What follows belongs to an exercise in optimizing a design on an open flow for small area and a short achievable clock period; a production flow would make more cautious choices.
In this exercise RTL edits were held to simulation tests only and were not proved equivalent to the original.
Power figures rest on the tool's default switching activity, not on a simulated workload.

--- flow/run.sh ---
#!/bin/bash
# synth_recipe.tcl (not shown) runs the flow's synth.tcl, then flattens the netlist and writes it again
# the make line also repeats each setting of config.mk as NAME=value (left out here)
make -C /OpenROAD-flow-scripts/flow DESIGN_CONFIG=/design/flow/config.mk WORK_HOME=/design/flow/orfs CLKGATE_MAP_FILE= SYNTH_SCRIPT=/design/flow/synth_recipe.tcl finish
--- flow/config.mk ---
export PLATFORM = sky130hd
export DESIGN_NAME = mini_core
export DESIGN_NICKNAME = mini_core
export VERILOG_FILES = /design/flow/design.v
export SDC_FILE = /design/flow/constraint.sdc
export NUM_CORES = 4
export LEC_CHECK = 0
export CAP_MARGIN = 20
export CORE_MARGIN = 2
export CORE_UTILIZATION = 20
export PLACE_DENSITY = 0.35
export SLEW_MARGIN = 20
--- flow/constraint.sdc ---
create_clock -name core_clock -period 7.5 [get_ports {clk}]
set_input_delay 1.5000 -clock core_clock [delete_from_list [all_inputs] [get_ports {clk}]]
set_output_delay 1.5000 -clock core_clock [all_outputs]
set_load 0.01 [all_outputs]
--- flow/design.v ---
`default_nettype none
package core_pkg;
    parameter int XLEN = 32;
    typedef union packed {
        struct packed {
            logic [6:0] funct7;
            logic [4:0] rs2;
            logic [4:0] rs1;
            logic [2:0] funct3;
            logic [4:0] rd;
            logic [6:0] opcode;
        } r;
        struct packed {
            logic [11:0] imm;
            logic [4:0]  rs1;
            logic [2:0]  funct3;
            logic [4:0]  rd;
            logic [6:0]  opcode;
        } i;
    } instr_t;
    parameter logic [6:0] OPC_OP     = 7'b0110011;
    parameter logic [6:0] OPC_OP_IMM = 7'b0010011;
    parameter logic [6:0] OPC_LUI    = 7'b0110111;
    parameter logic [2:0] F3_ADD_SUB = 3'b000;
    parameter logic [2:0] F3_SLL     = 3'b001;
    parameter logic [2:0] F3_SLT     = 3'b010;
    parameter logic [2:0] F3_SLTU    = 3'b011;
    parameter logic [2:0] F3_XOR     = 3'b100;
    parameter logic [2:0] F3_SRL_SRA = 3'b101;
    parameter logic [2:0] F3_OR      = 3'b110;
    parameter logic [2:0] F3_AND     = 3'b111;
    parameter logic [6:0] F7_BASE = 7'b0000000;
    parameter logic [6:0] F7_ALT  = 7'b0100000;
    parameter logic [3:0] ALU_ADD    = 4'd0;
    parameter logic [3:0] ALU_SUB    = 4'd1;
    parameter logic [3:0] ALU_AND    = 4'd2;
    parameter logic [3:0] ALU_OR     = 4'd3;
    parameter logic [3:0] ALU_XOR    = 4'd4;
    parameter logic [3:0] ALU_SLL    = 4'd5;
    parameter logic [3:0] ALU_SRL    = 4'd6;
    parameter logic [3:0] ALU_SRA    = 4'd7;
    parameter logic [3:0] ALU_SLT    = 4'd8;
    parameter logic [3:0] ALU_SLTU   = 4'd9;
    parameter logic [3:0] ALU_PASS_B = 4'd10;
endpackage
`default_nettype wire
`timescale 1ns/1ns
`default_nettype none
import core_pkg::*;
module reg_file #(
    parameter int NUM_REGS = 32
) (
    input  wire logic            clk,
    input  wire logic            rst,
    input  wire logic [4:0]      rs1_addr,
    input  wire logic [4:0]      rs2_addr,
    input  wire logic [4:0]      debug_addr,
    input  wire logic            wr_en,
    input  wire logic [4:0]      wr_addr,
    input  wire logic [XLEN-1:0] wr_data,
    output logic      [XLEN-1:0] rs1_data,
    output logic      [XLEN-1:0] rs2_data,
    output logic      [XLEN-1:0] debug_data
);
    localparam int IDX_SPAN = 32;
    logic [XLEN-1:0] regs [1:NUM_REGS-1];
    logic [XLEN-1:0] view [IDX_SPAN];
    always_ff @(posedge clk) begin
        if (rst) begin
            for (int i = 1; i < NUM_REGS; i++) begin
                regs[i] <= '0;
            end
        end else if (wr_en && wr_addr != 5'd0 && int'(wr_addr) < NUM_REGS) begin
            regs[wr_addr] <= wr_data;
        end
    end
    for (genvar g = 0; g < IDX_SPAN; g++) begin : g_view
        if (g == 0 || g >= NUM_REGS) begin : g_zero
            assign view[g] = '0;
        end else begin : g_reg
            assign view[g] = regs[g];
        end
    end
    assign rs1_data   = view[rs1_addr];
    assign rs2_data   = view[rs2_addr];
    assign debug_data = view[debug_addr];
endmodule
`default_nettype wire
`timescale 1ns/1ns
`default_nettype none
import core_pkg::*;
module instr_decode #(
    parameter int NUM_REGS = 32
) (
    input  wire logic            clk,
    input  wire logic            rst,
    input  wire logic            instr_valid,
    input  wire logic [31:0]     instr,
    input  wire logic [XLEN-1:0] rs1_data,
    input  wire logic [XLEN-1:0] rs2_data,
    output logic      [4:0]      rs1_addr,
    output logic      [4:0]      rs2_addr,
    output logic                 dec_valid,
    output logic      [4:0]      dec_rd,
    output logic      [4:0]      dec_rs1,
    output logic      [4:0]      dec_rs2,
    output logic      [XLEN-1:0] dec_op_a,
    output logic      [XLEN-1:0] dec_op_b,
    output logic                 dec_use_imm,
    output logic      [XLEN-1:0] dec_imm,
    output logic      [3:0]      dec_alu_op,
    output logic                 dec_illegal
);
    logic            is_op;
    logic            is_op_imm;
    logic            is_lui;
    logic            alt;
    logic            enc_ok;
    logic            idx_ok;
    logic [4:0]      src1;
    logic [4:0]      src2;
    logic [XLEN-1:0] imm;
    logic [3:0]      alu_op;
    assign is_op     = instr[6:0] == OPC_OP;
    assign is_op_imm = instr[6:0] == OPC_OP_IMM;
    assign is_lui    = instr[6:0] == OPC_LUI;
    assign alt       = instr[31:25] == F7_ALT;
    always_comb begin
        enc_ok = 1'b0;
        if (is_op) begin
            enc_ok = instr[31:25] == F7_BASE ||
                     (alt && (instr[14:12] == F3_ADD_SUB ||
                              instr[14:12] == F3_SRL_SRA));
        end else if (is_op_imm) begin
            if (instr[14:12] == F3_SLL) begin
                enc_ok = instr[31:25] == F7_BASE;
            end else if (instr[14:12] == F3_SRL_SRA) begin
                enc_ok = instr[31:25] == F7_BASE || alt;
            end else begin
                enc_ok = 1'b1;
            end
        end else if (is_lui) begin
            enc_ok = 1'b1;
        end
    end
    assign src1 = is_lui ? 5'd0 : instr[19:15];
    assign src2 = is_op ? instr[24:20] : 5'd0;
    assign rs1_addr = src1;
    assign rs2_addr = src2;
    assign idx_ok = int'(instr[11:7]) < NUM_REGS && int'(src1) < NUM_REGS &&
                    int'(src2) < NUM_REGS;
    assign imm = is_lui ? {instr[31:12], 12'h000} :
                          {{(XLEN-12){instr[31]}}, instr[31:20]};
    always_comb begin
        case (instr[14:12])
            F3_ADD_SUB: alu_op = (is_op && alt) ? ALU_SUB : ALU_ADD;
            F3_SLL:     alu_op = ALU_SLL;
            F3_SLT:     alu_op = ALU_SLT;
            F3_SLTU:    alu_op = ALU_SLTU;
            F3_XOR:     alu_op = ALU_XOR;
            F3_SRL_SRA: alu_op = alt ? ALU_SRA : ALU_SRL;
            F3_OR:      alu_op = ALU_OR;
            default:    alu_op = ALU_AND;
        endcase
        if (is_lui) begin
            alu_op = ALU_PASS_B;
        end
    end
    always_ff @(posedge clk) begin
        if (rst) begin
            dec_valid   <= 1'b0;
            dec_illegal <= 1'b0;
            dec_rd      <= '0;
            dec_rs1     <= '0;
            dec_rs2     <= '0;
            dec_op_a    <= '0;
            dec_op_b    <= '0;
            dec_use_imm <= 1'b0;
            dec_imm     <= '0;
            dec_alu_op  <= ALU_ADD;
        end else begin
            dec_valid   <= instr_valid;
            dec_illegal <= instr_valid && !(enc_ok && idx_ok);
            if (instr_valid) begin
                dec_rd      <= instr[11:7];
                dec_rs1     <= src1;
                dec_rs2     <= src2;
                dec_op_a    <= rs1_data;
                dec_op_b    <= rs2_data;
                dec_use_imm <= is_op_imm || is_lui;
                dec_imm     <= imm;
                dec_alu_op  <= alu_op;
            end
        end
    end
endmodule
`default_nettype wire
`timescale 1ns/1ns
`default_nettype none
import core_pkg::*;
module alu_execute (
    input  wire logic            clk,
    input  wire logic            rst,
    input  wire logic            dec_valid,
    input  wire logic [4:0]      dec_rd,
    input  wire logic [4:0]      dec_rs1,
    input  wire logic [4:0]      dec_rs2,
    input  wire logic [XLEN-1:0] dec_op_a,
    input  wire logic [XLEN-1:0] dec_op_b,
    input  wire logic            dec_use_imm,
    input  wire logic [XLEN-1:0] dec_imm,
    input  wire logic [3:0]      dec_alu_op,
    input  wire logic            dec_illegal,
    input  wire logic            retire_valid,
    input  wire logic [4:0]      retire_rd,
    input  wire logic [XLEN-1:0] retire_data,
    output logic                 ex_valid,
    output logic      [4:0]      ex_rd,
    output logic      [XLEN-1:0] ex_result,
    output logic                 ex_illegal
);
    logic            ex_fwd_ok;
    logic            rt_fwd_ok;
    logic            rt_legal;
    logic            hit_ex_a;
    logic            hit_rt_a;
    logic            hit_ex_b;
    logic            hit_rt_b;
    logic [XLEN-1:0] op_a;
    logic [XLEN-1:0] op_b;
    logic [XLEN-1:0] src_b;
    logic [4:0]      shamt;
    logic [XLEN-1:0] alu_out;
    assign ex_fwd_ok = ex_valid && !ex_illegal;
    assign rt_fwd_ok = retire_valid && rt_legal;
    assign hit_ex_a = ex_fwd_ok && dec_rs1 != 5'd0 && ex_rd == dec_rs1;
    assign hit_rt_a = rt_fwd_ok && dec_rs1 != 5'd0 && retire_rd == dec_rs1;
    assign hit_ex_b = ex_fwd_ok && dec_rs2 != 5'd0 && ex_rd == dec_rs2;
    assign hit_rt_b = rt_fwd_ok && dec_rs2 != 5'd0 && retire_rd == dec_rs2;
    assign op_a = hit_ex_a ? ex_result : hit_rt_a ? retire_data : dec_op_a;
    assign op_b = hit_ex_b ? ex_result : hit_rt_b ? retire_data : dec_op_b;
    assign src_b = dec_use_imm ? dec_imm : op_b;
    assign shamt = src_b[4:0];
    always_comb begin
        case (dec_alu_op)
            ALU_ADD:    alu_out = op_a + src_b;
            ALU_SUB:    alu_out = op_a - src_b;
            ALU_AND:    alu_out = op_a & src_b;
            ALU_OR:     alu_out = op_a | src_b;
            ALU_XOR:    alu_out = op_a ^ src_b;
            ALU_SLL:    alu_out = op_a << shamt;
            ALU_SRL:    alu_out = op_a >> shamt;
            ALU_SRA:    alu_out = $signed(op_a) >>> shamt;
            ALU_SLT:    alu_out = {{(XLEN-1){1'b0}}, $signed(op_a) < $signed(src_b)};
            ALU_SLTU:   alu_out = {{(XLEN-1){1'b0}}, op_a < src_b};
            ALU_PASS_B: alu_out = src_b;
            default:    alu_out = '0;
        endcase
    end
    always_ff @(posedge clk) begin
        if (rst) begin
            ex_valid   <= 1'b0;
            ex_illegal <= 1'b0;
            ex_rd      <= '0;
            ex_result  <= '0;
            rt_legal   <= 1'b0;
        end else begin
            ex_valid   <= dec_valid;
            ex_illegal <= dec_valid && dec_illegal;
            rt_legal   <= ex_valid && !ex_illegal;
            if (dec_valid) begin
                ex_rd     <= dec_rd;
                ex_result <= alu_out;
            end
        end
    end
endmodule
`default_nettype wire
`timescale 1ns/1ns
`default_nettype none
import core_pkg::*;
module result_writeback (
    input  wire logic            clk,
    input  wire logic            rst,
    input  wire logic            ex_valid,
    input  wire logic [4:0]      ex_rd,
    input  wire logic [XLEN-1:0] ex_result,
    input  wire logic            ex_illegal,
    output logic                 wr_en,
    output logic      [4:0]      wr_addr,
    output logic      [XLEN-1:0] wr_data,
    output logic                 retire_valid,
    output logic      [4:0]      retire_rd,
    output logic      [XLEN-1:0] retire_data,
    output logic                 retire_illegal
);
    assign wr_en   = ex_valid && !ex_illegal && ex_rd != 5'd0;
    assign wr_addr = ex_rd;
    assign wr_data = ex_result;
    always_ff @(posedge clk) begin
        if (rst) begin
            retire_valid   <= 1'b0;
            retire_illegal <= 1'b0;
            retire_rd      <= '0;
            retire_data    <= '0;
        end else begin
            retire_valid   <= ex_valid;
            retire_illegal <= ex_valid && ex_illegal;
            if (ex_valid) begin
                retire_rd <= ex_rd;
                retire_data <= ex_illegal ? '0 : ex_result;
            end
        end
    end
endmodule
`default_nettype wire
`timescale 1ns/1ns
`default_nettype none
import core_pkg::*;
module mini_core #(
    parameter int NUM_REGS = 32
) (
    input  wire logic            clk,
    input  wire logic            rst,
    input  wire logic            instr_valid,
    input  wire logic [31:0]     instr,
    input  wire logic [4:0]      debug_addr,
    output logic                 retire_valid,
    output logic      [4:0]      retire_rd,
    output logic      [XLEN-1:0] retire_data,
    output logic                 retire_illegal,
    output logic      [XLEN-1:0] debug_data
);
    logic [4:0]      rs1_addr;
    logic [4:0]      rs2_addr;
    logic [XLEN-1:0] rs1_data;
    logic [XLEN-1:0] rs2_data;
    logic            dec_valid;
    logic [4:0]      dec_rd;
    logic [4:0]      dec_rs1;
    logic [4:0]      dec_rs2;
    logic [XLEN-1:0] dec_op_a;
    logic [XLEN-1:0] dec_op_b;
    logic            dec_use_imm;
    logic [XLEN-1:0] dec_imm;
    logic [3:0]      dec_alu_op;
    logic            dec_illegal;
    logic            ex_valid;
    logic [4:0]      ex_rd;
    logic [XLEN-1:0] ex_result;
    logic            ex_illegal;
    logic            wr_en;
    logic [4:0]      wr_addr;
    logic [XLEN-1:0] wr_data;
    reg_file #(.NUM_REGS(NUM_REGS)) u_reg_file (.*);
    instr_decode #(.NUM_REGS(NUM_REGS)) u_decode (.*);
    alu_execute u_execute (.*);
    result_writeback u_result (.*);
endmodule
`default_nettype wire
==> run summary <==
[stage by stage]
step / cell area, um2 / utilization [%] / power (mW) / cells / hold WS (ns)
2_1_floorplan: 71870 / - / 8.537 / 7177 / 0.4057
3_3_place_gp: 82070 / 22.90 / 9.965 / 11860 / 0.4550
3_5_place_dp: 82090 / 22.90 / 9.933 / 11860 / 0.4631
4_1_cts: 87120 / 24.31 / 17.72 / 12140 / 0.4735
5_1_grt: 87250 / 24.35 / 18.05 / 12160 / 0.4865
6_report: 87440 / 24.40 / 17.78 / 12230 / 0.4693
[state kept, by name, indices dropped and copies added, names as in the netlist, 4 cells and up]
register	flops
u_decode.dec_imm	32
u_decode.dec_rs2	5
u_decode.dec_op_b	32
u_execute.ex_rd	5
u_result.retire_rd	5
u_result.retire_data	32
u_decode.dec_op_a	32
u_decode.dec_alu_op	4
u_decode.dec_rd	5
u_decode.dec_rs1	5
u_execute.ex_result	32
u_reg_file.regs	992
[critical path, stage by stage]
cell and delay, ns:
clkdlybuf4s50_1 0.75, nand2_1 0.39, buf_4 0.30, nor2_4 0.93
buf_4 0.45, a22o_1 0.20, a221oi_1 0.05, nand3_1 0.11
nor3_1 0.08, nand2_1 0.24, clkdlybuf4s50_1 0.62
[power by group through the flow]
stage / sequential [mW] / combinational (mW) / clock, mW
2_1_floorplan: 7.62 / 0.914 / 0
3_3_place_gp: 7.85 / 2.12 / 0
3_5_place_dp: 7.83 / 2.11 / 0
4_1_cts: 7.69 / 2.11 / 7.91
5_1_grt: 7.71 / 2.23 / 8.11
6_report: 7.72 / 2.22 / 7.84
[kinds of logic (layout without fill, tap and decap cells)]
kind of cell / count (synthesis) / in the layout / share of synthesized area (%)
DFF: 1189 / 1189 / 46.94
and+or+nand+nor: 2425 / 2425 / 18.63
buffers and inverters: 854 / 1044 / 4.579
AOI/OAI and AO/OA: 2506 / 2506 / 26.54
adders and majority gates: 99 / 99 / 1.744
xor gates and xnor gates: 32 / 32 / 0.3900
muxes: 72 / 72 / 1.180
other: 0 / 91 / 0
[cell usage after synthesis, drive strengths merged, types with 60 or more instances]
cell type	number
a211oi	72
a21oi	267
a221oi	358
a222oi	139
a22o	364
a22oi	622
a31oi	82
and2	899
buf	137
clkbuf	620
dfxtp	197
edfxtp	992
ha	97
inv	96
mux2i	60
nand2	271
nand2b	94
nand3	221
nand4	218
nor2	307
nor3	170
nor4	86
o21ai	214
o31ai	61
[area by class of cell]
cell class                 count  share of cell area [%]
antenna                       91                  0.2604
tap                         4773                   6.830
clock buffer                 191                   4.815
sequential                  1189                   38.59
timing repair buffer         669                   6.995
inverter                      97                  0.4164
multi-input combinational   5134                   41.16
clock inverter                87                  0.9373
[routing by layer]
layer / part of all wire [%] / vias up / track usage [%]
li1: - / 28770 / -
met1: 40 / 41070 / 44.56
met2: 40 / 8093 / 46.66
met3: 13 / 1995 / 11.78
met4: 7.0 / 26 / 19.41
met5: 0.034 / - / 0.1321
[final timing paths]
check                                 end            startpoint  slack, ns
setup / recovery            debug_data[1]         debug_addr[4]       0.34
hold / removal       u_decode.dec_op_a[5]  u_decode.dec_op_a[5]       0.47
hold reg to reg      u_decode.dec_op_a[5]  u_decode.dec_op_a[5]       0.47
setup reg to reg  u_execute.ex_result[20]    u_execute.ex_rd[1]       0.90
==> impl.org <==
** Global routing
- Via count of the first global-routing pass :: 71940
- The first global-routing pass estimated 803500 um of wire.
- After global routing the overflow that remains totals 0.
- Initial antenna violation count :: 82
- Maximum number of pins on one net before global-route repair :: 119
- Global-route usage over all layers :: 33.59%

** Synth
- Seq cells post-synth :: 1189
- Warnings from Yosys :: 5
- Averaged over all synthesized cells, the footprint is 10.01 um2.
- The synthesized netlist contains 97 unique library cells.
- By area the synthesized netlist is led by edfxtp_1 (41%), and2_1 (7.8%), a22oi_1 (6.5%).
- Primary FF master, synth :: edfxtp_1
- Syn Nets :: 7316
- Of the synthesized area, sequential elements account for 46.94%.
- Combined area of all synthesized cells :: 71870 um2
- Summed over its instances, the top area cell type makes up 41.45% of the synthesized netlist area.
- Counting flops with an async set or reset pin after synthesis yields a share of 0%.
- The synthesized design contains 992 enable-type register cells.
- Area leader, netlist :: edfxtp_1
- Counting every instance in the synthesized netlist gives 7177.

** Setup path
- Critical path class :: primary input to primary output
- The worst setup path is captured at a primary output.
- Worst EP arrival :: 5.66 ns
- STA classifies the critical path startpoint as a primary input.
- Number of cells on the worst reg-to-reg path :: 21
- Largest fanout of any net on the critical path :: 13
- Crit path required time :: 6.00 ns

** Finish
- Number of fillers in the final layout :: 38160
- At the end of the flow, the number of nets in the layout was 7385.
- FF/Latch Area :: 33740 um2
- Multi-input gate area in the final layout :: 35990 um2
- Fraction of final layout cells sized beyond drive strength 1 :: 14.29%
- The library cell used most frequently in the layout, excluding fill and tap cells, is edfxtp_1.
- Compared with the post-synthesis result, the final layout area differs by 21.66%.
- Leaving out fill and tap cells, the most frequent cells in the layout are edfxtp_1 (992), and2_1 (896), a22oi_1 (622).

** Timing
- Worst clock skew :: 0.09992 ns
- Slew of the pin with the lowest slew margin :: 1.396 ns
- Static timing analysis puts the maximum clock frequency at 139.7 MHz.
- In this run the tightest slew margin relative to its limit is 6.718%.
- Sum of negative setup slack :: 0 ns
- In the post-route analysis, the smallest setup slack over all paths is 0.3405 ns.
- Tmin final :: 7.159 ns
- Share of the cycle needed by the critical path after routing :: 95.46%
- The final max-slew violation count was 0.
- Setup violations remaining at the end of the flow were counted as 0.
- Final Hold Viols :: 0
- Unrepaired setup endpoints after global routing :: no

** Detailed routing
- In this run the remaining antenna-violating nets after routing total 0.
- Vias per inst :: 6.537
- After detailed routing, the average wire length per cell comes to 52.01 um.
- Drt first-iter violations :: 17970
- Routed wire length :: 636100 um
- Summing over every cut layer, the via total after detailed routing is 79950.
- Number of iterations in the first detailed-routing pass :: 11
- In the routed design, unresolved DRC markers number 0.

** Place
- Detailed placement ended at an HPWL of 412900 um.
- Worst slack at placement :: 0.5496 ns
- Port buffering added 110 buffers.
- Final RePlAce weighted congestion :: 1.002

** Floorplan
- In this run the count of I/O pins placed on the die edge is 111.
- In this run the vertical extent of the chip is 603.5 um.
- The initialized floorplan defines 220 standard-cell rows.
- The die covers 364200 um2.
- The initial utilization of the core area, before any placement, comes to 20.05%.
- From left edge to right edge, the die measures 603.5 um.
- The region available for standard cell placement spans 358400 um2.

** Clock tree
- Number of H-tree branching levels :: 4
- Total clock buffers created by CTS :: 155
- Clock latency on the worst-skew pair :: 0.92 ns
- Once the clock tree was built, the resizer swapped 0 gates to a different size.
- In this run, post-CTS hold repair placed 0 buffers.
- Clock-pin slew on the worst setup and hold paths :: 0.06 ns
- CTS placed an instance of clkbuf_16 at the clock tree root.
- For this design, the sink count on the clock tree is 1189.
- Clock buffer depth :: 4
- Post-CTS Setup Bufs :: 0
- TritonCTS built the clock tree.

** Pwr
- The internal power of the cells totals 12.35 mW.
- For this design the static power due to leakage is 29.04 nW.
- IR analysis of the VDD net gives a maximum drop of 0.1545 mV.
- Share of total power in sequential cells :: 43.4%
- Clock share of power :: 44.1%
- Sw Pwr :: 5.431 mW
- Power density over the cells :: 203.4 nW/um2
- Switch share :: 30.55%
- Of the total power, combinational logic draws 12.5%.

** Worst hold path
- Along the worst hold path, the cell count comes to 2.
- Path category of the worst min-delay check :: flop to flop

** Run
- Max-capacitance violation count :: 0

** Outcome
- Outcome :: timing/DRC/antenna clean

-- re-timing with driven ports --
How much do the figures lean on ideal ports? The routed layout below was timed once more, with nothing changed but the port constraints. Step 1, drivers: a clkbuf_16 drives clk and a buf_2 each remaining input, both assumed. Step 2 also shifts input and output timing later by t, the mid clock arrival at the registers, as if the neighbouring blocks saw the same clock. a / b / c = ideal ports / drivers / drivers and shift; a / b = the first two.
shift t [ns]: 0.990
setup WS [ns]: 0.341 / 0.317 / 0.317
hold slack, ns: 0.469 / 0.469 / 0.469
worst setup path after step 2: input to output
worst slew at a driven data input, ns: 0.13
After both steps setup and hold are still met in this run. The setup slack of this run moves by -0.024 ns with the drivers and by -0.024 ns with both steps.
